From an optimization exercise on the open Yosys and OpenROAD flow, aimed at small area and few clock cycles per item; shortcuts taken in it are not production practice.
In this exercise RTL edits were held to simulation tests only and were not proved equivalent to the original.
Power is estimated from default activity; no workload was simulated.

==> job 3320: inputs <==
==> flow/design.v <==
package axis_meta_pkg;
  localparam int DATA_W = 512;
  localparam int META_W = 356;
  typedef enum logic [1:0] {HDR, PAYLOAD, DROP} dfrm_state_t;
  typedef struct packed {
    logic              last;
    logic [DATA_W-1:0] data;
  } axis_beat_t;
endpackage
module axis_skid_buf #(
  parameter int W = 8
) (
  input  logic         clk,
  input  logic         rst,
  input  logic [W-1:0] s_data,
  input  logic         s_valid,
  output logic         s_ready,
  output logic [W-1:0] m_data,
  output logic         m_valid,
  input  logic         m_ready
);
  logic [W-1:0] slot [2];
  logic         wr_ptr;
  logic         rd_ptr;
  logic [1:0]   count;
  logic         push;
  logic         pop;
  assign s_ready = (count != 2'd2);
  assign m_valid = (count != 2'd0);
  assign m_data  = slot[rd_ptr];
  assign push    = s_valid && s_ready;
  assign pop     = m_valid && m_ready;
  always_ff @(posedge clk or posedge rst) begin
    if (rst) begin
      slot[0] <= '0;
      slot[1] <= '0;
      wr_ptr  <= 1'b0;
      rd_ptr  <= 1'b0;
      count   <= 2'd0;
    end else begin
      if (push) begin
        slot[wr_ptr] <= s_data;
        wr_ptr       <= !wr_ptr;
      end
      if (pop) begin
        rd_ptr <= !rd_ptr;
      end
      count <= count + {1'b0, push} - {1'b0, pop};
    end
  end
endmodule
import axis_meta_pkg::*;
module axis_meta_deframer #(
  parameter int DATA_W    = axis_meta_pkg::DATA_W,
  parameter int META_W    = axis_meta_pkg::META_W,
  parameter int MAX_BEATS = 3
) (
  input  logic              clk,
  input  logic              rst,
  input  logic [DATA_W-1:0] s_tdata,
  input  logic              s_tvalid,
  output logic              s_tready,
  input  logic              s_tlast,
  input  logic              s_tuser,
  output logic [DATA_W-1:0] m_tdata,
  output logic              m_tvalid,
  input  logic              m_tready,
  output logic              m_tlast,
  output logic [META_W-1:0] meta_tdata,
  output logic              meta_tvalid,
  input  logic              meta_tready,
  output logic [15:0]       err_cnt,
  output logic              pad_err
);
  localparam int CW = $clog2(MAX_BEATS + 1);
  localparam logic [CW-1:0] LAST_IDX = CW'(MAX_BEATS - 1);
  localparam int HI_W = DATA_W - META_W;
  axis_meta_pkg::dfrm_state_t state;
  logic [CW-1:0]     beat_cnt;
  logic [DATA_W-1:0] x_data;      
  logic              x_last;
  logic              x_vld;
  logic [META_W-1:0] m_reg;       
  logic [HI_W-1:0]   e_data;      
  logic              e_last;
  logic              sk_vld;      
  logic acc, push, last_slot, pad_nz, err_inc, m_free, in_last;
  logic hdr_ld, sk_ld, x_ld_in, x_ld_sk, x_keep, m_keep, e_keep;
  assign last_slot = (beat_cnt == LAST_IDX);
  assign pad_nz    = |s_tdata[DATA_W-1:META_W];
  assign m_free    = !meta_tvalid || meta_tready;
  always_comb begin
    case (state)
      HDR:     s_tready = !sk_vld && m_free;
      PAYLOAD: s_tready = !x_vld || (!sk_vld && m_free);
      DROP:    s_tready = 1'b1;
      default: s_tready = 1'b0;
    endcase
    acc = s_tvalid && s_tready;
    case (state)
      HDR:     err_inc = acc && (s_tlast || !s_tuser);
      PAYLOAD: err_inc = acc && (s_tuser || (!s_tlast && last_slot));
      default: err_inc = 1'b0;
    endcase
  end
  assign push    = acc && (state == PAYLOAD) && !s_tuser;
  assign in_last = s_tlast || last_slot;
  assign hdr_ld  = acc && (state == HDR) && s_tuser && !s_tlast;
  assign x_ld_in = push && (!x_vld || m_tready);
  assign sk_ld   = push && x_vld && !m_tready;
  assign x_ld_sk = sk_vld && m_tready;
  assign x_keep  = x_vld && !m_tready;
  assign m_keep  = (meta_tvalid && !meta_tready) || (sk_vld && !m_tready);
  assign e_keep  = sk_vld && !m_tready;
  always_ff @(posedge clk) begin
    x_data <= ({DATA_W{x_ld_in}} & s_tdata)
            | ({DATA_W{x_ld_sk}} & {e_data, m_reg})
            | ({DATA_W{x_keep}}  & x_data);
    x_last <= (x_ld_in & in_last) | (x_ld_sk & e_last) | (x_keep & x_last);
    m_reg  <= ({META_W{hdr_ld || sk_ld}} & s_tdata[META_W-1:0])
            | ({META_W{m_keep}} & m_reg);
    e_data <= ({HI_W{sk_ld}} & s_tdata[DATA_W-1:META_W])
            | ({HI_W{e_keep}} & e_data);
    e_last <= (sk_ld & in_last) | (e_keep & e_last);
  end
  always_ff @(posedge clk or posedge rst) begin
    if (rst) begin
      state       <= HDR;
      beat_cnt    <= '0;
      x_vld       <= 1'b0;
      sk_vld      <= 1'b0;
      meta_tvalid <= 1'b0;
      err_cnt     <= 16'd0;
      pad_err     <= 1'b0;
    end else begin
      x_vld       <= x_keep || x_ld_sk || push;
      sk_vld      <= e_keep || sk_ld;
      meta_tvalid <= (meta_tvalid && !meta_tready) || hdr_ld;
      if (err_inc && (err_cnt != 16'hFFFF)) begin
        err_cnt <= err_cnt + 16'd1;
      end
      case (state)
        HDR: begin
          if (acc && s_tuser) begin
            if (pad_nz) begin
              pad_err <= 1'b1;
            end
            if (!s_tlast) begin
              beat_cnt <= '0;
              state    <= PAYLOAD;
            end
          end else if (acc && !s_tlast) begin
            state <= DROP;
          end
        end
        PAYLOAD: begin
          if (push) begin
            beat_cnt <= beat_cnt + 1'b1;
            if (s_tlast) begin
              state <= HDR;
            end else if (last_slot) begin
              state <= DROP;
            end
          end
        end
        DROP: begin
          if (acc && s_tlast) begin
            state <= HDR;
          end
        end
        default: state <= HDR;
      endcase
    end
  end
  assign m_tdata    = x_data;
  assign m_tlast    = x_last;
  assign m_tvalid   = x_vld;
  assign meta_tdata = m_reg;
endmodule
==> flow/flow/run.sh <==
#!/bin/bash
# Own layout flow: the standard layout (standard.sh), with every port
# buffered by the smallest buffer cell instead of the one buffer_ports picks
# by default, and a clock tree with larger sink clusters and no dummy loads.
# The make output goes to standard.log in the work folder; ORFS keeps each
# step's log under orfs/logs.
set -euo pipefail
export BUFFER_PORTS_ARGS="-buffer_cell sky130_fd_sc_hd__buf_1"
export CTS_ARGS="-sink_clustering_enable -repair_clock_nets -dont_use_dummy_load -sink_clustering_size 30 -sink_clustering_max_diameter 100"
bash standard.sh > standard.log 2>&1
==> flow/standard.sh <==
#!/bin/bash
# synth_recipe.tcl (not shown) runs the flow's synth.tcl, then flattens the netlist and writes it again
# the make line also repeats each setting of config.mk as NAME=value (left out here)
make -C /OpenROAD-flow-scripts/flow DESIGN_CONFIG=/design/flow/config.mk WORK_HOME=/design/flow/orfs CLKGATE_MAP_FILE= SYNTH_SCRIPT=/design/flow/synth_recipe.tcl "${@:-finish}"
==> flow/config.mk <==
export PLATFORM = sky130hd
export DESIGN_NAME = axis_meta_deframer
export DESIGN_NICKNAME = axis_meta_deframer
export VERILOG_FILES = /design/flow/design.v
export SDC_FILE = /design/flow/constraint.sdc
export NUM_CORES = 4
export LEC_CHECK = 0
export CAP_MARGIN = 20
export CORE_AREA = 10 10 510 510
export DIE_AREA = 0 0 520 520
export SLEW_MARGIN = 20
==> flow/constraint.sdc <==
create_clock -name core_clock -period 5.0 [get_ports {clk}]
set_input_delay 1.0000 -clock core_clock [delete_from_list [all_inputs] [get_ports {clk}]]
set_output_delay 1.0000 -clock core_clock [all_outputs]
set_load 0.01 [all_outputs]
==> job 8870: changes against job 3320 <==
==> flow/flow/run.sh (replaced) <==
#!/bin/bash
# Own layout flow: the standard layout (standard.sh), with every port
# buffered by the smallest buffer cell instead of the one buffer_ports picks
# by default.  The make output goes to standard.log in the work folder; ORFS
# keeps each step's log under orfs/logs.
set -euo pipefail
export BUFFER_PORTS_ARGS="-buffer_cell sky130_fd_sc_hd__buf_1"
bash standard.sh > standard.log 2>&1
==> job 7370: changes against job 3320 <==
==> flow/design.v, changed modules only <==
module axis_meta_deframer #(
  parameter int DATA_W    = axis_meta_pkg::DATA_W,
  parameter int META_W    = axis_meta_pkg::META_W,
  parameter int MAX_BEATS = 3
) (
  input  logic              clk,
  input  logic              rst,
  input  logic [DATA_W-1:0] s_tdata,
  input  logic              s_tvalid,
  output logic              s_tready,
  input  logic              s_tlast,
  input  logic              s_tuser,
  output logic [DATA_W-1:0] m_tdata,
  output logic              m_tvalid,
  input  logic              m_tready,
  output logic              m_tlast,
  output logic [META_W-1:0] meta_tdata,
  output logic              meta_tvalid,
  input  logic              meta_tready,
  output logic [15:0]       err_cnt,
  output logic              pad_err
);
  localparam int CW = $clog2(MAX_BEATS + 1);
  localparam logic [CW-1:0] LAST_IDX = CW'(MAX_BEATS - 1);
  axis_meta_pkg::dfrm_state_t state;
  logic [CW-1:0] beat_cnt;
  logic          acc;
  logic          push;
  logic          skid_ready;
  logic          last_slot;
  logic          pad_nz;
  logic          err_inc;
  axis_meta_pkg::axis_beat_t push_beat;
  axis_meta_pkg::axis_beat_t out_beat;
  assign last_slot = (beat_cnt == LAST_IDX);
  assign pad_nz    = |s_tdata[DATA_W-1:META_W];
  always_comb begin
    s_tready = 1'b0;
    err_inc  = 1'b0;
    case (state)
      HDR:     s_tready = !meta_tvalid || meta_tready;
      PAYLOAD: s_tready = skid_ready;
      DROP:    s_tready = 1'b1;
      default: s_tready = 1'b0;
    endcase
    acc = s_tvalid && s_tready;
    case (state)
      HDR:     err_inc = acc && (s_tlast || !s_tuser);
      PAYLOAD: err_inc = acc && (s_tuser || (!s_tlast && last_slot));
      default: err_inc = 1'b0;
    endcase
    push           = acc && (state == PAYLOAD) && !s_tuser;
    push_beat.last = s_tlast || last_slot;
    push_beat.data = s_tdata;
  end
  always_ff @(posedge clk or posedge rst) begin
    if (rst) begin
      state       <= HDR;
      beat_cnt    <= '0;
      meta_tdata  <= '0;
      meta_tvalid <= 1'b0;
      err_cnt     <= 16'd0;
      pad_err     <= 1'b0;
    end else begin
      if (err_inc && (err_cnt != 16'hFFFF)) begin
        err_cnt <= err_cnt + 16'd1;
      end
      if (meta_tvalid && meta_tready) begin
        meta_tvalid <= 1'b0;
      end
      case (state)
        HDR: begin
          if (acc && s_tuser) begin
            if (pad_nz) begin
              pad_err <= 1'b1;
            end
            if (!s_tlast) begin
              meta_tdata  <= s_tdata[META_W-1:0];
              meta_tvalid <= 1'b1;
              beat_cnt    <= '0;
              state       <= PAYLOAD;
            end
          end else if (acc && !s_tlast) begin
            state <= DROP;
          end
        end
        PAYLOAD: begin
          if (push) begin
            beat_cnt <= beat_cnt + 1'b1;
            if (s_tlast) begin
              state <= HDR;
            end else if (last_slot) begin
              state <= DROP;
            end
          end
        end
        DROP: begin
          if (acc && s_tlast) begin
            state <= HDR;
          end
        end
        default: state <= HDR;
      endcase
    end
  end
  axis_skid_buf #(
    .W ($bits(push_beat))
  ) u_skid (
    .clk     (clk),
    .rst     (rst),
    .s_data  (push_beat),
    .s_valid (push),
    .s_ready (skid_ready),
    .m_data  (out_beat),
    .m_valid (m_tvalid),
    .m_ready (m_tready)
  );
  assign m_tdata = out_beat.data;
  assign m_tlast = out_beat.last;
endmodule
==> flow/run.sh (new file) <==
#!/bin/bash
# synth_recipe.tcl (not shown) runs the flow's synth.tcl, then flattens the netlist and writes it again
# the make line also repeats each setting of config.mk as NAME=value (left out here)
make -C /OpenROAD-flow-scripts/flow DESIGN_CONFIG=/design/flow/config.mk WORK_HOME=/design/flow/orfs CLKGATE_MAP_FILE= SYNTH_SCRIPT=/design/flow/synth_recipe.tcl finish
removed: flow/flow/run.sh
removed: flow/standard.sh
==> job 3175: changes against job 3320 <==
==> flow/run.sh (new file) <==
#!/bin/bash
# synth_recipe.tcl (not shown) runs the flow's synth.tcl, then flattens the netlist and writes it again
# the make line also repeats each setting of config.mk as NAME=value (left out here)
make -C /OpenROAD-flow-scripts/flow DESIGN_CONFIG=/design/flow/config.mk WORK_HOME=/design/flow/orfs CLKGATE_MAP_FILE= SYNTH_SCRIPT=/design/flow/synth_recipe.tcl finish
removed: flow/flow/run.sh
removed: flow/standard.sh
==> out/results.tsv <==
stage	metric	value	unit
synth	yosys.area_share.simple	12.72	%
place	preCtsSetupSlack	1.207	ns
layout	final_common_cell	buf_1	
layout	num-multi-input-gates	2202	
synth	synth-seq-area-share	58.81	%
global_routing	grt_max_degree	159	
routing	drt_iter0_drc	3401	
outcome	outcome	timing/DRC/antenna clean	
layout	nNonClkBuffers	1492	
synth	synth_top_family_by_area	compound AO/OA/AOI/OAI gates	
synth	synth-adder-area-share	0.06962	%
worst_setup_path	r2r_end	m_reg[324]	
Source of the figures above: job 3320

==> out/results.tsv <==
stage	metric	value	unit
outcome	outcome	timing/DRC/antenna clean	
power	clk-power	9.09	mW
synth	synth-adder-area-share	0.06962	%
layout	num-multi-input-gates	2202	
layout	nNonClkBuffers	1478	
layout	final_common_cell	clkdlybuf4s50_1	
power	powerDensity	417.0	nW/um2
worst_setup_path	r2r_end	x_data[224]	
place	preCtsSetupSlack	0.9081	ns
die	core-area	248700	um2
layout	top_area_cell_class	sequential cells	
synth	synth-seq-area-share	58.81	%
global_routing	grt_max_degree	159	
synth	yosys.area_share.simple	12.72	%
hold_path	hold-path-endpoint	x_data[104]	
synth	synth_top_family_by_area	compound AO/OA/AOI/OAI gates	
Source of the figures above: job 3175

==> out/results.tsv <==
stage	metric	value	unit
outcome	outcome	timing/DRC/antenna clean	
place	preCtsSetupSlack	0.8212	ns
synth	synth_top_family_by_area	multiplexers	
layout	num-multi-input-gates	2044	
sta	tns	0	ns
routing	drt_iter0_drc	2241	
layout	nNonClkBuffers	1539	
synth	yosys.area_share.simple	1.073	%
global_routing	grt_max_degree	135	
Source of the figures above: job 7370

==> out/results.tsv <==
stage	metric	value	unit
outcome	outcome	timing/DRC/antenna clean	
worst_setup_path	crit_required	4.00	ns
synth	synth_top_family_by_area	compound AO/OA/AOI/OAI gates	
worst_setup_path	r2r_slack	2.12	ns
worst_setup_path	critPathMaxFanout	11	
die	fp.dieH	520	um
global_routing	grt_max_degree	159	
die	pin_count	1408	
worst_setup_path	r2r_end	m_reg[353]	
worst_setup_path	max_stage_delay	0.46	ns
synth	yosys.area_share.simple	12.72	%
layout	nNonClkBuffers	1492	
place	preCtsSetupSlack	1.207	ns
routing	drt_iter0_drc	3399	
synth	synth-adder-area-share	0.06962	%
layout	num-multi-input-gates	2202	
Source of the figures above: job 8870

Testbench counts of job 3320, summed over its fixed seeds: cycles 25,971, items 24,012.
Testbench counts of job 8870, summed over its fixed seeds: cycles 25,971, items 24,012.
Testbench counts of job 7370, summed over its fixed seeds: cycles 24,970, items 24,012.
Testbench counts of job 3175, summed over its fixed seeds: cycles 25,971, items 24,012.

==> port drivers added, routing unchanged <==
The results above use ideal ports. As a check the final layouts listed here were re-extracted and re-timed, cells and wires unchanged. Step 1 sets driving cells, clkbuf_16 on the clock port and buf_2 on the other inputs (assumed; they add their load-dependent delay and slew). Step 2, shift: input delay + t, output delay - t, t = (earliest + latest rising clock arrival at the registers) / 2. This alone moves slack from input paths to output paths. Three values: no drivers, after step 1, after step 2; two values: the first two.
run	shift t [ns]	slack for setup (ns)	cell pins on the clock port's net
job 3320	0.775	1.655 / 1.554 / 1.380	1
job 8870	0.848	1.635 / 1.534 / 1.351	1
job 7370	0.888	0.534 / 0.429 / 0.878	1
job 3175	0.864	0.914 / 0.890 / 0.890	1
After both steps setup and hold are still met in every run listed. The setup slack of job 8870, which loses most, moves by -0.101 ns with the drivers and by -0.284 ns with both steps.
